This design comes from an exercise in tuning for a short achievable clock period and few clock cycles per item on the open sky130 flow, not from production work. RTL that was checked went through simulation tests only; none was proved equivalent to the original. Power figures rest on the tool's default switching activity, not on a simulated workload.

==> inputs of run X <==
==> flow/design.v <==
package risc_pkg;
    localparam int DATA_W     = 32;     
    localparam int INSTR_W    = 16;     
    localparam int REG_ADDR_W = 3;      
    localparam int NUM_REGS   = 8;      
    localparam int IMM6_W     = 6;      
    localparam int IMM9_W     = 9;      
    localparam int OPC_W      = 4;      
    typedef enum logic [OPC_W-1:0] {
        OP_NOP  = 4'd0,
        OP_ADD  = 4'd1,
        OP_SUB  = 4'd2,
        OP_AND  = 4'd3,
        OP_OR   = 4'd4,
        OP_XOR  = 4'd5,
        OP_ADDI = 4'd6,
        OP_LI   = 4'd7,
        OP_LW   = 4'd8,
        OP_SW   = 4'd9
    } opcode_t;
    typedef enum logic [1:0] {
        FWD_NONE = 2'd0,     
        FWD_MEM  = 2'd1,     
        FWD_WB   = 2'd2      
    } fwd_sel_t;
    typedef struct packed {
        logic                  valid;
        opcode_t               op;
        logic [REG_ADDR_W-1:0] rd;
        logic [REG_ADDR_W-1:0] rs1;
        logic [REG_ADDR_W-1:0] rs2;        
        logic [DATA_W-1:0]     imm;        
        logic                  reg_wr;
        logic                  mem_rd;
        logic                  mem_wr;
        logic                  use_imm;    
        logic                  uses_rs1;
        logic                  uses_rs2;
    } decoded_t;
    typedef struct packed {
        logic                  valid;
        logic                  reg_wr;
        logic                  mem_rd;
        logic                  mem_wr;
        logic [REG_ADDR_W-1:0] rd;
        logic [DATA_W-1:0]     result;       
        logic [DATA_W-1:0]     store_data;
    } ex_mem_t;
    typedef struct packed {
        logic              wr_en;
        logic              rd_en;
        logic [DATA_W-1:0] addr;
        logic [DATA_W-1:0] wdata;
    } dmem_req_t;
    typedef struct packed {
        logic                  wr_en;
        logic [REG_ADDR_W-1:0] rd;
        logic [DATA_W-1:0]     data;
    } wb_t;
endpackage
module risc_top (
    input  logic         risc_clk,
    input  logic         risc_rst,         
    input  logic [15:0]  instr_i,
    input  logic         instr_valid_i,
    output logic         instr_ready_o,
    output logic         dmem_wr_en_o,
    output logic         dmem_rd_en_o,
    output logic [31:0]  dmem_addr_o,
    output logic [31:0]  dmem_wdata_o,
    input  logic [31:0]  dmem_rdata_i,     
    output logic         carry_o,
    output logic         zero_o
);
    logic [3:0] i_op;
    logic       i_alu3, i_addi, i_li, i_lw, i_sw;
    logic [2:0] i_ra, i_rb, i_rc;
    assign i_op   = instr_i[15:12];
    assign i_alu3 = (i_op >= 4'd1) && (i_op <= 4'd5);
    assign i_addi = (i_op == 4'd6);
    assign i_li   = (i_op == 4'd7);
    assign i_lw   = (i_op == 4'd8);
    assign i_sw   = (i_op == 4'd9);
    assign i_ra   = (i_alu3 | i_addi | i_lw | i_sw) ? instr_i[8:6] : 3'd0;    
    assign i_rb   = i_alu3 ? instr_i[5:3] : 3'd0;
    assign i_rc   = i_sw ? instr_i[11:9] : 3'd0;                             
    logic        rdy_q;              
    logic        d_we, d_ld, d_st, d_flag;    
    logic        d_sub, d_logic, d_useimm;
    logic [1:0]  d_lop;
    logic [2:0]  d_rd, d_ra, d_rb, d_rc;
    logic [8:0]  d_imm;              
    logic        d_imms;             
    logic        stall_nx;
    assign instr_ready_o = rdy_q;
    assign stall_nx = rdy_q & d_ld & d_we & instr_valid_i &
                      ((i_ra == d_rd) | (i_rb == d_rd));
    always_ff @(posedge risc_clk or negedge risc_rst)
    begin
        if (!risc_rst)
        begin
            rdy_q  <= 1'b0;      
            d_we   <= 1'b0;
            d_ld   <= 1'b0;
            d_st   <= 1'b0;
            d_flag <= 1'b0;
        end
        else
        begin
            rdy_q <= ~stall_nx;
            if (rdy_q)
            begin
                d_we   <= instr_valid_i & (i_alu3 | i_addi | i_li | i_lw) & (instr_i[11:9] != 3'd0);
                d_ld   <= instr_valid_i & i_lw;
                d_st   <= instr_valid_i & i_sw;
                d_flag <= instr_valid_i & (i_alu3 | i_addi);
            end
        end
    end
    always_ff @(posedge risc_clk)
    begin
        if (rdy_q)
        begin
            d_sub    <= (i_op == 4'd2);
            d_logic  <= (i_op == 4'd3) | (i_op == 4'd4) | (i_op == 4'd5);
            d_lop    <= i_op[1:0];       
            d_useimm <= i_addi | i_li | i_lw | i_sw;
            d_rd     <= instr_i[11:9];
            d_ra     <= i_ra;
            d_rb     <= i_rb;
            d_rc     <= i_rc;
            d_imm    <= i_li ? instr_i[8:0] : {{3{instr_i[5]}}, instr_i[5:0]};
            d_imms   <= i_li ? instr_i[8] : instr_i[5];
        end
    end
    logic        ex_we, ex_ld, ex_st, ex_flag;
    logic        ex_sub, ex_logic;
    logic [1:0]  ex_lop;
    logic [2:0]  ex_rd;
    logic [31:0] ex_a, ex_b, ex_c;
    logic        ex_cld;             
    logic [32:0] sum;
    logic [31:0] lres;
    logic [31:0] alu;
    ks_add32 i_add (.a(ex_a), .b(ex_b), .ci(ex_sub), .s(sum[31:0]), .co(sum[32]));
    assign lres = (ex_lop == 2'd3) ? (ex_a & ex_b) :    
                  (ex_lop == 2'd0) ? (ex_a | ex_b) : (ex_a ^ ex_b);
    assign alu  = ex_logic ? lres : sum[31:0];
    logic        m_we, m_flag, m_carry;
    logic        rd_q, wr_q;
    logic [2:0]  m_rd;
    logic [31:0] m_res;
    logic [31:0] m_wdata;
    logic [31:0] mval;               
    logic [31:0] regs [1:7];
    logic [7:1]  rvalid;             
    assign mval = rd_q ? dmem_rdata_i : m_res;
    function automatic logic [31:0] rf(input logic [2:0] s,
                                       input logic [7:1] v);
        rf = 32'd0;
        for (int k = 1; k < 8; k++)
            if (s == k[2:0] && v[k])
                rf = regs[k];
    endfunction
    function automatic logic [31:0] fwd(input logic [2:0]  s,
                                        input logic        exw,
                                        input logic [2:0]  exd,
                                        input logic [31:0] exv,
                                        input logic        mw,
                                        input logic [2:0]  md,
                                        input logic [31:0] mv,
                                        input logic [31:0] rv);
        if (exw && exd == s)
            fwd = exv;
        else if (mw && md == s)
            fwd = mv;
        else
            fwd = rv;
    endfunction
    logic [31:0] a_nx, b_nx, c_nx;
    assign a_nx = fwd(d_ra, ex_we, ex_rd, alu, m_we, m_rd, mval, rf(d_ra, rvalid));
    assign b_nx = d_useimm ? {{23{d_imms}}, d_imm}
                           : fwd(d_rb, ex_we, ex_rd, alu, m_we, m_rd, mval, rf(d_rb, rvalid)) ^ {32{d_sub}};
    assign c_nx = fwd(d_rc, ex_we, ex_rd, alu, m_we, m_rd, mval, rf(d_rc, rvalid));
    always_ff @(posedge risc_clk or negedge risc_rst)
    begin
        if (!risc_rst)
        begin
            ex_we   <= 1'b0;
            ex_ld   <= 1'b0;
            ex_st   <= 1'b0;
            ex_flag <= 1'b0;
        end
        else
        begin
            ex_we   <= d_we & rdy_q;         
            ex_ld   <= d_ld & rdy_q;
            ex_st   <= d_st & rdy_q;
            ex_flag <= d_flag & rdy_q;
        end
    end
    always_ff @(posedge risc_clk)
    begin
        ex_sub   <= d_sub;
        ex_logic <= d_logic;
        ex_lop   <= d_lop;
        ex_rd    <= d_rd;
        ex_a     <= a_nx;
        ex_b     <= b_nx;
        ex_c     <= c_nx;
        ex_cld   <= ex_we & ex_ld & (ex_rd == d_rc);
    end
    always_ff @(posedge risc_clk or negedge risc_rst)
    begin
        if (!risc_rst)
        begin
            m_we    <= 1'b0;
            m_flag  <= 1'b0;
            rd_q    <= 1'b0;
            wr_q    <= 1'b0;
            carry_o <= 1'b0;
            zero_o  <= 1'b0;
            rvalid  <= '0;
        end
        else
        begin
            m_we   <= ex_we;
            m_flag <= ex_flag;
            rd_q   <= ex_ld;
            wr_q   <= ex_st;
            if (m_flag)
            begin
                carry_o <= m_carry;
                zero_o  <= (m_res == 32'd0);
            end
            if (m_we)
                rvalid[m_rd] <= 1'b1;
        end
    end
    always_ff @(posedge risc_clk)
    begin
        m_rd    <= ex_rd;
        m_res   <= alu;
        m_carry <= ~ex_logic & sum[32];
        m_wdata <= ex_cld ? dmem_rdata_i : ex_c;
        if (m_we)
            regs[m_rd] <= mval;
    end
    assign dmem_rd_en_o = rd_q;
    assign dmem_wr_en_o = wr_q;
    assign dmem_addr_o  = m_res;
    assign dmem_wdata_o = m_wdata;
endmodule
module ks_add32 (
    input  logic [31:0] a,
    input  logic [31:0] b,
    input  logic        ci,
    output logic [31:0] s,
    output logic        co
);
    logic [31:0] p, x;
    logic [31:0] g [0:5];
    logic [31:0] t [0:5];
    assign x = a ^ b;
    always_comb
    begin
        g[0] = a & b;
        g[0][0] = (a[0] & b[0]) | ((a[0] | b[0]) & ci);
        t[0] = x;
        for (int l = 0; l < 5; l++)
        begin
            for (int i = 0; i < 32; i++)
            begin
                if (i >= (1 << l))
                begin
                    g[l+1][i] = g[l][i] | (t[l][i] & g[l][i - (1 << l)]);
                    t[l+1][i] = t[l][i] & t[l][i - (1 << l)];
                end
                else
                begin
                    g[l+1][i] = g[l][i];
                    t[l+1][i] = t[l][i];
                end
            end
        end
    end
    assign s  = x ^ {g[5][30:0], ci};
    assign co = g[5][31];
endmodule
==> flow/flow/run.sh <==
#!/bin/bash
# The standard layout, with the port buffers made of plain buffers (buf footprint, so the
# resizer can size them) instead of the default clkdlybuf4s50 delay cells
set -euo pipefail
bash standard.sh "BUFFER_PORTS_ARGS=-buffer_cell sky130_fd_sc_hd__buf_4" finish > standard_flow.log 2>&1
==> flow/standard.sh <==
#!/bin/bash
# synth_recipe.tcl (not shown) runs the flow's synth.tcl, then flattens the netlist and writes it again
# the make line also repeats each setting of config.mk as NAME=value (left out here)
make -C /OpenROAD-flow-scripts/flow DESIGN_CONFIG=/design/flow/config.mk WORK_HOME=/design/flow/orfs CLKGATE_MAP_FILE= SYNTH_SCRIPT=/design/flow/synth_recipe.tcl "${@:-finish}"
==> flow/config.mk <==
export PLATFORM = sky130hd
export DESIGN_NAME = risc_top
export DESIGN_NICKNAME = risc_top
export VERILOG_FILES = /design/flow/design.v
export SDC_FILE = /design/flow/constraint.sdc
export NUM_CORES = 4
export LEC_CHECK = 0
export ABC_CLOCK_PERIOD_IN_PS = 2000
export CAP_MARGIN = 20
export CORE_MARGIN = 2
export CORE_UTILIZATION = 40
export SETUP_SLACK_MARGIN = 4.6
export SLEW_MARGIN = 20
export TNS_END_PERCENT = 100
==> flow/constraint.sdc <==
create_clock -name core_clock -period 6.8 [get_ports {risc_clk}]
set_input_delay 1.3600 -clock core_clock [delete_from_list [all_inputs] [get_ports {risc_clk}]]
set_output_delay 1.3600 -clock core_clock [all_outputs]
set_load 0.01 [all_outputs]
==> run A (differences from run X) <==
--- a/flow/design.v
+++ b/flow/design.v
@@ -100,5 +100,5 @@
         if (!risc_rst)
         begin
-            rdy_q  <= 1'b0;      
+            rdy_q  <= 1'b1;
             d_we   <= 1'b0;
             d_ld   <= 1'b0;
@@ -140,9 +140,11 @@
     logic [31:0] ex_a, ex_b, ex_c;
     logic        ex_cld;             
+    logic [31:0] bx;
     logic [32:0] sum;
     logic [31:0] lres;
     logic [31:0] alu;
-    ks_add32 i_add (.a(ex_a), .b(ex_b), .ci(ex_sub), .s(sum[31:0]), .co(sum[32]));
-    assign lres = (ex_lop == 2'd3) ? (ex_a & ex_b) :    
+    assign bx   = ex_b ^ {32{ex_sub}};
+    assign sum  = {1'b0, ex_a} + {1'b0, bx} + {32'd0, ex_sub};
+    assign lres = (ex_lop == 2'd3) ? (ex_a & ex_b) :
                   (ex_lop == 2'd0) ? (ex_a | ex_b) : (ex_a ^ ex_b);
     assign alu  = ex_logic ? lres : sum[31:0];
@@ -181,5 +183,5 @@
     assign a_nx = fwd(d_ra, ex_we, ex_rd, alu, m_we, m_rd, mval, rf(d_ra, rvalid));
     assign b_nx = d_useimm ? {{23{d_imms}}, d_imm}
-                           : fwd(d_rb, ex_we, ex_rd, alu, m_we, m_rd, mval, rf(d_rb, rvalid)) ^ {32{d_sub}};
+                           : fwd(d_rb, ex_we, ex_rd, alu, m_we, m_rd, mval, rf(d_rb, rvalid));
     assign c_nx = fwd(d_rc, ex_we, ex_rd, alu, m_we, m_rd, mval, rf(d_rc, rvalid));
     always_ff @(posedge risc_clk or negedge risc_rst)
@@ -252,38 +254,2 @@
     assign dmem_wdata_o = m_wdata;
 endmodule
-module ks_add32 (
-    input  logic [31:0] a,
-    input  logic [31:0] b,
-    input  logic        ci,
-    output logic [31:0] s,
-    output logic        co
-);
-    logic [31:0] p, x;
-    logic [31:0] g [0:5];
-    logic [31:0] t [0:5];
-    assign x = a ^ b;
-    always_comb
-    begin
-        g[0] = a & b;
-        g[0][0] = (a[0] & b[0]) | ((a[0] | b[0]) & ci);
-        t[0] = x;
-        for (int l = 0; l < 5; l++)
-        begin
-            for (int i = 0; i < 32; i++)
-            begin
-                if (i >= (1 << l))
-                begin
-                    g[l+1][i] = g[l][i] | (t[l][i] & g[l][i - (1 << l)]);
-                    t[l+1][i] = t[l][i] & t[l][i - (1 << l)];
-                end
-                else
-                begin
-                    g[l+1][i] = g[l][i];
-                    t[l+1][i] = t[l][i];
-                end
-            end
-        end
-    end
-    assign s  = x ^ {g[5][30:0], ci};
-    assign co = g[5][31];
-endmodule
==> flow/run.sh (new file) <==
#!/bin/bash
# synth_recipe.tcl (not shown) runs the flow's synth.tcl, then flattens the netlist and writes it again
# the make line also repeats each setting of config.mk as NAME=value (left out here)
make -C /OpenROAD-flow-scripts/flow DESIGN_CONFIG=/design/flow/config.mk WORK_HOME=/design/flow/orfs CLKGATE_MAP_FILE= SYNTH_SCRIPT=/design/flow/synth_recipe.tcl finish
- ABC_CLOCK_PERIOD_IN_PS: 2000 -> default
- SETUP_SLACK_MARGIN: 4.6 -> default
- TNS_END_PERCENT: 100 -> default
removed: flow/flow/run.sh
removed: flow/standard.sh
==> run F (differences from run X) <==
==> flow/run.sh (new file) <==
#!/bin/bash
# synth_recipe.tcl (not shown) runs the flow's synth.tcl, then flattens the netlist and writes it again
# the make line also repeats each setting of config.mk as NAME=value (left out here)
make -C /OpenROAD-flow-scripts/flow DESIGN_CONFIG=/design/flow/config.mk WORK_HOME=/design/flow/orfs CLKGATE_MAP_FILE= SYNTH_SCRIPT=/design/flow/synth_recipe.tcl finish
removed: flow/flow/run.sh
removed: flow/standard.sh
==> run C (differences from run X) <==
--- a/flow/design.v
+++ b/flow/design.v
@@ -100,5 +100,5 @@
         if (!risc_rst)
         begin
-            rdy_q  <= 1'b0;      
+            rdy_q  <= 1'b1;
             d_we   <= 1'b0;
             d_ld   <= 1'b0;
@@ -140,9 +140,11 @@
     logic [31:0] ex_a, ex_b, ex_c;
     logic        ex_cld;             
+    logic [31:0] bx;
     logic [32:0] sum;
     logic [31:0] lres;
     logic [31:0] alu;
-    ks_add32 i_add (.a(ex_a), .b(ex_b), .ci(ex_sub), .s(sum[31:0]), .co(sum[32]));
-    assign lres = (ex_lop == 2'd3) ? (ex_a & ex_b) :    
+    assign bx   = ex_b ^ {32{ex_sub}};
+    assign sum  = {1'b0, ex_a} + {1'b0, bx} + {32'd0, ex_sub};
+    assign lres = (ex_lop == 2'd3) ? (ex_a & ex_b) :
                   (ex_lop == 2'd0) ? (ex_a | ex_b) : (ex_a ^ ex_b);
     assign alu  = ex_logic ? lres : sum[31:0];
@@ -181,5 +183,5 @@
     assign a_nx = fwd(d_ra, ex_we, ex_rd, alu, m_we, m_rd, mval, rf(d_ra, rvalid));
     assign b_nx = d_useimm ? {{23{d_imms}}, d_imm}
-                           : fwd(d_rb, ex_we, ex_rd, alu, m_we, m_rd, mval, rf(d_rb, rvalid)) ^ {32{d_sub}};
+                           : fwd(d_rb, ex_we, ex_rd, alu, m_we, m_rd, mval, rf(d_rb, rvalid));
     assign c_nx = fwd(d_rc, ex_we, ex_rd, alu, m_we, m_rd, mval, rf(d_rc, rvalid));
     always_ff @(posedge risc_clk or negedge risc_rst)
@@ -252,38 +254,2 @@
     assign dmem_wdata_o = m_wdata;
 endmodule
-module ks_add32 (
-    input  logic [31:0] a,
-    input  logic [31:0] b,
-    input  logic        ci,
-    output logic [31:0] s,
-    output logic        co
-);
-    logic [31:0] p, x;
-    logic [31:0] g [0:5];
-    logic [31:0] t [0:5];
-    assign x = a ^ b;
-    always_comb
-    begin
-        g[0] = a & b;
-        g[0][0] = (a[0] & b[0]) | ((a[0] | b[0]) & ci);
-        t[0] = x;
-        for (int l = 0; l < 5; l++)
-        begin
-            for (int i = 0; i < 32; i++)
-            begin
-                if (i >= (1 << l))
-                begin
-                    g[l+1][i] = g[l][i] | (t[l][i] & g[l][i - (1 << l)]);
-                    t[l+1][i] = t[l][i] & t[l][i - (1 << l)];
-                end
-                else
-                begin
-                    g[l+1][i] = g[l][i];
-                    t[l+1][i] = t[l][i];
-                end
-            end
-        end
-    end
-    assign s  = x ^ {g[5][30:0], ci};
-    assign co = g[5][31];
-endmodule
==> flow/run.sh (new file) <==
#!/bin/bash
# synth_recipe.tcl (not shown) runs the flow's synth.tcl, then flattens the netlist and writes it again
# the make line also repeats each setting of config.mk as NAME=value (left out here)
make -C /OpenROAD-flow-scripts/flow DESIGN_CONFIG=/design/flow/config.mk WORK_HOME=/design/flow/orfs CLKGATE_MAP_FILE= SYNTH_SCRIPT=/design/flow/synth_recipe.tcl finish
removed: flow/flow/run.sh
removed: flow/standard.sh
==> run_results.csv <==
group,metric,value,unit
critical_path,crit_end,"ex_b[20]",
layout,nClkBuffers,70,
power,p_comb,2.14,mW
timing,fin_crit_sh,45.8,%
status,outcome,"complete, no violations",
grt,grt_pass1_wl,141,mm
placed_design,place_ws,3.30,ns
grt,grt_usage,31.9,%
timing,tightest_slew,1.15,ns
# the run above: run X

==> run_results.csv <==
group,metric,value,unit
grt,grt_pass1_wl,128,mm
placed_design,place_ws,2.81,ns
layout,nClkBuffers,61,
power,p_comb,1.57,mW
grt,grt_usage,27.3,%
timing,fin_crit_sh,60.0,%
status,outcome,"complete, no violations",
critical_path,crit_end,"ex_a[27]",
# the run above: run A

==> run_results.csv <==
group,metric,value,unit
status,outcome,"complete, no violations",
placed_design,place_ws,3.14,ns
timing,fin_crit_sh,46.5,%
power,p_comb,2.33,mW
grt,grt_pass1_wl,141,mm
critical_path,crit_end,"ex_c[27]",
layout,nClkBuffers,68,
grt,grt_usage,30.3,%
timing,tightest_slew,1.04,ns
# the run above: run C

==> run_results.csv <==
group,metric,value,unit
status,outcome,"complete, no violations",
grt,grt_pass1_wl,143,mm
layout,nClkBuffers,80,
power,p_comb,2.11,mW
placed_design,place_ws,3.29,ns
grt,grt_usage,32.5,%
# the run above: run F

Testbench counts of run X, summed over its fixed seeds: cycles 16,344, instructions 16,000.
Testbench counts of run F, summed over its fixed seeds: cycles 16,344, instructions 16,000.
Only the layout flow was run in run A and run C; the RTL was not checked for function there.

## separate check: timing with driven ports
How much do the figures lean on ideal ports? The routed layouts below were timed once more, with nothing changed but the port constraints.
Step 1 assumes that a clkbuf_16 drives the clock port and a buf_2 every other input.
Step 2 also shifts input and output timing later by t, the mid clock arrival at the registers, as if the neighbouring blocks saw the same clock.
Slacks: ideal ports / drivers / drivers and shift; pairs: ideal ports / drivers.
| run | shift t [ns] | setup slack, ns | clock arrival spread, ns |
|---|---|---|---|
| run X | 0.665 | 3.682 / 3.682 / 3.474 | 0.025 / 0.025 |
| run A | 0.659 | 2.721 / 2.721 / 2.721 | 0.029 / 0.030 |
| run F | 0.670 | 3.670 / 3.670 / 3.167 | 0.032 / 0.032 |
| run C | 0.657 | 3.641 / 3.641 / 3.273 | 0.031 / 0.031 |
After both steps every run listed still meets setup and hold. The setup slack of run F, which loses most, moves by 0.000 ns with the drivers and by -0.503 ns with both steps.
